Source: an optimization exercise on an open RTL-to-GDS flow (aim: small area and a short achievable clock period). Production flows keep margins and buffers that such runs may drop. RTL that was checked went through simulation tests only; none was proved equivalent to the original. Power and IR drop assume default switching activity.

==> flow/design.v <==
package bmp_pkg;
  localparam int HEADER_WORDS = 14;
  localparam int GROUP_WORDS  = 3;
  localparam int SIZE_LO_WORD = 0;
  localparam int SIZE_HI_WORD = 1;
  typedef logic [31:0] word_t;
  typedef logic [23:0] pixel_t;
  typedef logic [1:0]  mode_t;
  typedef logic [31:0] count_t;
  localparam mode_t MODE_THRESHOLD  = 2'd1;
  localparam mode_t MODE_BRIGHTNESS = 2'd2;
  typedef logic [95:0] pixel_group_t;
endpackage
module bmp_filter
(
  input  logic       dut_if,
  input  logic       reset_ind,
  input  logic       in_valid,
  input  bmp_pkg::word_t      in_data,
  input  bmp_pkg::mode_t      mode,
  input  logic [7:0] proc_val,
  output logic       out_valid,
  output bmp_pkg::word_t      out_data,
  output logic       frame_done
);
  logic [4:0]  s;
  logic [29:0] cnt;       
  logic        lastf;     
  logic        thr;       
  logic        bri;       
  logic [9:0]  pv;        
  logic [31:0] h, t;
  logic        h_pix, h_k0, h_k1, h_nx, h_last;
  logic        t_pix, t_k0, t_k1, t_nx, t_last;
  logic [4:0]  in_tag;
  logic [1:0]  n;
  logic        cr;        
  logic        out_last;
  logic pix, s0, s1, s01, last;
  assign pix  = s[4];
  assign s0   = (s == 5'd0);
  assign s1   = (s == 5'd1);
  assign s01  = (s[4:1] == 4'd0);          
  assign last = lastf && !s01;
  always_ff @(posedge dut_if) begin
    if (in_valid && s0) begin
      thr <= (mode == bmp_pkg::MODE_THRESHOLD);
      bri <= (mode == bmp_pkg::MODE_BRIGHTNESS);
      pv  <= {2'b00, proc_val};
    end else if (in_valid && s1 && thr) begin
      pv  <= ~(10'({pv[7:0], 1'b0}) + 10'(pv[7:0]) + 10'd2);
    end
  end
  logic [29:0] cnt_dec;
  always_comb begin
    logic [5:0] bin;
    logic       b;
    bin[0] = 1'b1;
    for (int k = 1; k < 6; k++) bin[k] = bin[k-1] && (cnt[6*(k-1) +: 6] == 6'd0);
    for (int k = 0; k < 5; k++) begin
      b = bin[k];
      for (int i = 0; i < 6; i++) begin
        cnt_dec[6*k+i] = cnt[6*k+i] ^ b;
        b = b && !cnt[6*k+i];
      end
    end
  end
  always_ff @(posedge dut_if) begin
    if (s0)                  cnt[13:0]  <= {in_data[7:0], in_data[15:10]};
    else if (in_valid && !s1) cnt[13:0] <= cnt_dec[13:0];
    if (s1)                  cnt[29:14] <= {in_data[23:16], in_data[31:24]};
    else if (in_valid)        cnt[29:14] <= cnt_dec[29:14];
    if (in_valid) lastf <= !s01 && (cnt == 30'd4);
    if (reset_ind) begin
      s <= 5'd0;
    end else if (in_valid) begin
      if (last)                    s <= 5'd0;
      else if (s == 5'd13)         s <= 5'b10000;
      else if (pix && s[1])        s <= 5'b10000;
      else                         s <= s + 5'd1;
    end
  end
  logic [1:0] held;
  logic       pop, rel_all, h_en, t_en;
  assign held    = pix ? s[1:0] : 2'd0;
  assign rel_all = pix && s[1] && (n != 2'd0);
  assign pop     = (n > held) || (rel_all && in_valid);
  assign h_en    = pop || (n == 2'd0);
  assign t_en    = pop || (n != 2'd2);
  assign in_tag = {pix, pix && s[1:0] == 2'd0, pix && s[0],
                   pix && !s[1] && !last, last};
  always_ff @(posedge dut_if) begin
    if (h_en) begin
      if (n == 2'd2) begin
        h <= t;
        {h_pix, h_k0, h_k1, h_nx, h_last} <= {t_pix, t_k0, t_k1, t_nx, t_last};
      end else begin
        h <= in_data;
        {h_pix, h_k0, h_k1, h_nx, h_last} <= in_tag;
      end
    end
    if (t_en) begin
      t <= in_data;
      {t_pix, t_k0, t_k1, t_nx, t_last} <= in_tag;
    end
  end
  function automatic logic over(input logic [7:0] x, input logic [7:0] y,
                                input logic [7:0] z, input logic [9:0] k);
    logic [9:0] s1, c1, s2, c2;
    logic [10:0] tt;
    s1 = 10'(x) ^ 10'(y) ^ k;
    c1 = {(10'(x) & 10'(y)) | (10'(x) & k) | (10'(y) & k)} << 1;
    s2 = s1 ^ c1 ^ 10'(z);
    c2 = (s1 & c1) | (s1 & 10'(z)) | (c1 & 10'(z));
    tt = 11'(s2) + {c2, 1'b0};
    over = tt[10];
  endfunction
  logic [7:0] h3, h2, h1, h0, x3, x2;
  logic       q, p1, p2;
  assign {h3, h2, h1, h0} = h;
  assign x3 = h_nx ? t[31:24] : 8'd0;
  assign x2 = h_nx ? t[23:16] : 8'd0;
  assign q  = over(h2, h1, h_k0 ? h3 : h0, pv);
  assign p1 = over(h0, x3, x2, pv);
  assign p2 = over(h1, h0, x3, pv);
  logic [7:0]  pe;
  logic [31:0] odata;
  assign pe = (bri && h_pix) ? pv[7:0] : 8'd0;
  always_comb begin
    for (int j = 0; j < 4; j++) begin
      logic [8:0] sum;
      sum = 9'(h[8*j +: 8]) + 9'(pe);
      if (sum[8] != pe[7]) odata[8*j +: 8] = {8{sum[8]}};
      else                 odata[8*j +: 8] = sum[7:0];
    end
    if (thr && h_pix)
      odata = {{8{h_k0 ? q : cr}}, {8{h_k1 ? cr : q}},
               {8{h_k1 ? p2 : q}}, {8{h_k0 ? p1 : (h_k1 ? p2 : q)}}};
  end
  always_ff @(posedge dut_if) begin
    out_data <= odata;
    out_last <= h_last;
    if (pop) cr <= h_k0 ? p1 : p2;
    if (reset_ind) begin
      n          <= 2'd0;
      out_valid  <= 1'b0;
      frame_done <= 1'b0;
    end else begin
      n          <= n + 2'(in_valid) - 2'(pop);
      out_valid  <= pop;
      frame_done <= out_valid && out_last;
    end
  end
endmodule
export LEC_CHECK = 0
export ABC_CLOCK_PERIOD_IN_PS = 2500
export CAP_MARGIN = 20
export CORE_MARGIN = 2
export CORE_UTILIZATION = 40
export SLEW_MARGIN = 20
create_clock -name core_clock -period 10.0 [get_ports {dut_if}]
standard.sh (not shown) runs the stock make flow with config.mk's settings and CLKGATE_MAP_FILE= SYNTH_SCRIPT=/design/flow/synth_recipe.tcl, a recipe that flattens the netlist after the stock synthesis.
==> flow/flow/run.sh <==
#!/bin/bash
# Standard ORFS layout; repair_timing aims for 7 ns of setup slack so that
# the achieved period is pushed well below the 10 ns clock.
set -euo pipefail
bash standard.sh SETUP_SLACK_MARGIN=7 finish > standard_flow.log 2>&1
==> next run, changes <==
--- a/flow/design.v
+++ b/flow/design.v
@@ -27,15 +27,14 @@
   logic [29:0] cnt;       
   logic        lastf;     
   logic        thr;       
   logic        bri;       
   logic [9:0]  pv;        
   logic [31:0] h, t;
-  logic        h_pix, h_k0, h_k1, h_nx, h_last;
-  logic        t_pix, t_k0, t_k1, t_nx, t_last;
-  logic [4:0]  in_tag;
+  logic        h_pix, h_k0, h_k1, h_last;
+  logic        t_pix, t_k0, t_k1, t_last;
   logic [1:0]  n;
   logic        cr;        
   logic        out_last;
   logic pix, s0, s1, s01, last;
   assign pix  = s[4];
   assign s0   = (s == 5'd0);
@@ -84,66 +83,63 @@
   logic       pop, rel_all, h_en, t_en;
   assign held    = pix ? s[1:0] : 2'd0;
   assign rel_all = pix && s[1] && (n != 2'd0);
   assign pop     = (n > held) || (rel_all && in_valid);
   assign h_en    = pop || (n == 2'd0);
   assign t_en    = pop || (n != 2'd2);
-  assign in_tag = {pix, pix && s[1:0] == 2'd0, pix && s[0],
-                   pix && !s[1] && !last, last};
   always_ff @(posedge dut_if) begin
     if (h_en) begin
       if (n == 2'd2) begin
         h <= t;
-        {h_pix, h_k0, h_k1, h_nx, h_last} <= {t_pix, t_k0, t_k1, t_nx, t_last};
+        {h_pix, h_k0, h_k1, h_last} <= {t_pix, t_k0, t_k1, t_last};
       end else begin
         h <= in_data;
-        {h_pix, h_k0, h_k1, h_nx, h_last} <= in_tag;
+        {h_pix, h_k0, h_k1, h_last} <= {pix, s[1:0] == 2'd0, s[0], last};
       end
     end
     if (t_en) begin
       t <= in_data;
-      {t_pix, t_k0, t_k1, t_nx, t_last} <= in_tag;
+      {t_pix, t_k0, t_k1, t_last} <= {pix, s[1:0] == 2'd0, s[0], last};
     end
   end
   function automatic logic over(input logic [7:0] x, input logic [7:0] y,
                                 input logic [7:0] z, input logic [9:0] k);
     logic [9:0] s1, c1, s2, c2;
     logic [10:0] tt;
-    s1 = 10'(x) ^ 10'(y) ^ k;
-    c1 = {(10'(x) & 10'(y)) | (10'(x) & k) | (10'(y) & k)} << 1;
-    s2 = s1 ^ c1 ^ 10'(z);
-    c2 = (s1 & c1) | (s1 & 10'(z)) | (c1 & 10'(z));
+    s1 = {2'b00, x ^ y ^ z};
+    c1 = {1'b0, (x & y) | (x & z) | (y & z), 1'b0};
+    s2 = s1 ^ c1 ^ k;
+    c2 = (s1 & c1) | (s1 & k) | (c1 & k);
     tt = 11'(s2) + {c2, 1'b0};
     over = tt[10];
   endfunction
   logic [7:0] h3, h2, h1, h0, x3, x2;
-  logic       q, p1, p2;
+  logic       u1, u2;
   assign {h3, h2, h1, h0} = h;
-  assign x3 = h_nx ? t[31:24] : 8'd0;
-  assign x2 = h_nx ? t[23:16] : 8'd0;
-  assign q  = over(h2, h1, h_k0 ? h3 : h0, pv);
-  assign p1 = over(h0, x3, x2, pv);
-  assign p2 = over(h1, h0, x3, pv);
+  assign x3 = h_last ? 8'd0 : t[31:24];
+  assign x2 = h_last ? 8'd0 : t[23:16];
+  assign u1 = over(h3, h2, h1, pv);
+  assign u2 = over(h0, h_k0 ? x3 : h1, h_k0 ? x2 : (h_k1 ? x3 : h2), pv);
   logic [7:0]  pe;
   logic [31:0] odata;
   assign pe = (bri && h_pix) ? pv[7:0] : 8'd0;
   always_comb begin
     for (int j = 0; j < 4; j++) begin
       logic [8:0] sum;
       sum = 9'(h[8*j +: 8]) + 9'(pe);
       if (sum[8] != pe[7]) odata[8*j +: 8] = {8{sum[8]}};
       else                 odata[8*j +: 8] = sum[7:0];
     end
     if (thr && h_pix)
-      odata = {{8{h_k0 ? q : cr}}, {8{h_k1 ? cr : q}},
-               {8{h_k1 ? p2 : q}}, {8{h_k0 ? p1 : (h_k1 ? p2 : q)}}};
+      odata = {{8{h_k0 ? u1 : cr}}, {8{h_k0 ? u1 : (h_k1 ? cr : u2)}},
+               {8{h_k0 ? u1 : u2}}, {8{u2}}};
   end
   always_ff @(posedge dut_if) begin
     out_data <= odata;
     out_last <= h_last;
-    if (pop) cr <= h_k0 ? p1 : p2;
+    if (pop) cr <= u2;
     if (reset_ind) begin
       n          <= 2'd0;
       out_valid  <= 1'b0;
       frame_done <= 1'b0;
     end else begin
       n          <= n + 2'(in_valid) - 2'(pop);
The new run produced a clean layout.
Global-route usage drops by 0.58 points.
Core utilization came out lower by 0.41 points.
Sequential cell count is lower by 2.
Design area went down by about 7%.
Via count drops by about 4.7%.
Wire length decreases by about 7%.
Worst hold slack is better by 52 ps.
Worst setup slack is worse by 27 ps.
Clock power went up by about 2%.
Power is lower by 6.3%.
First-iteration DRC count decreases by 17%.
No functional check of the RTL was part of the first run of this note.

[port drivers added, routing unchanged]
The flow's constraints put no driver on any port. The routed layouts listed below were extracted and timed again, unchanged, in two steps. Step 1, drivers: a clkbuf_16 drives dut_if and a buf_2 each remaining input, both assumed. Step 2 moves the port delays by t, midway between the first and last clock arrival at a register: inputs arrive t later, outputs are due t later. That takes back most of the time a late clock gives input paths. Slacks: ideal / step 1 / step 2; pairs: ideal / step 1.
run	t, ns	setup WS [ns]	pins driven straight from the clock port
the first run	0.472	6.536 / 6.536 / 6.536	1
the second run	0.478	6.509 / 6.509 / 6.509	1
After both steps setup and hold are still met in every run listed.
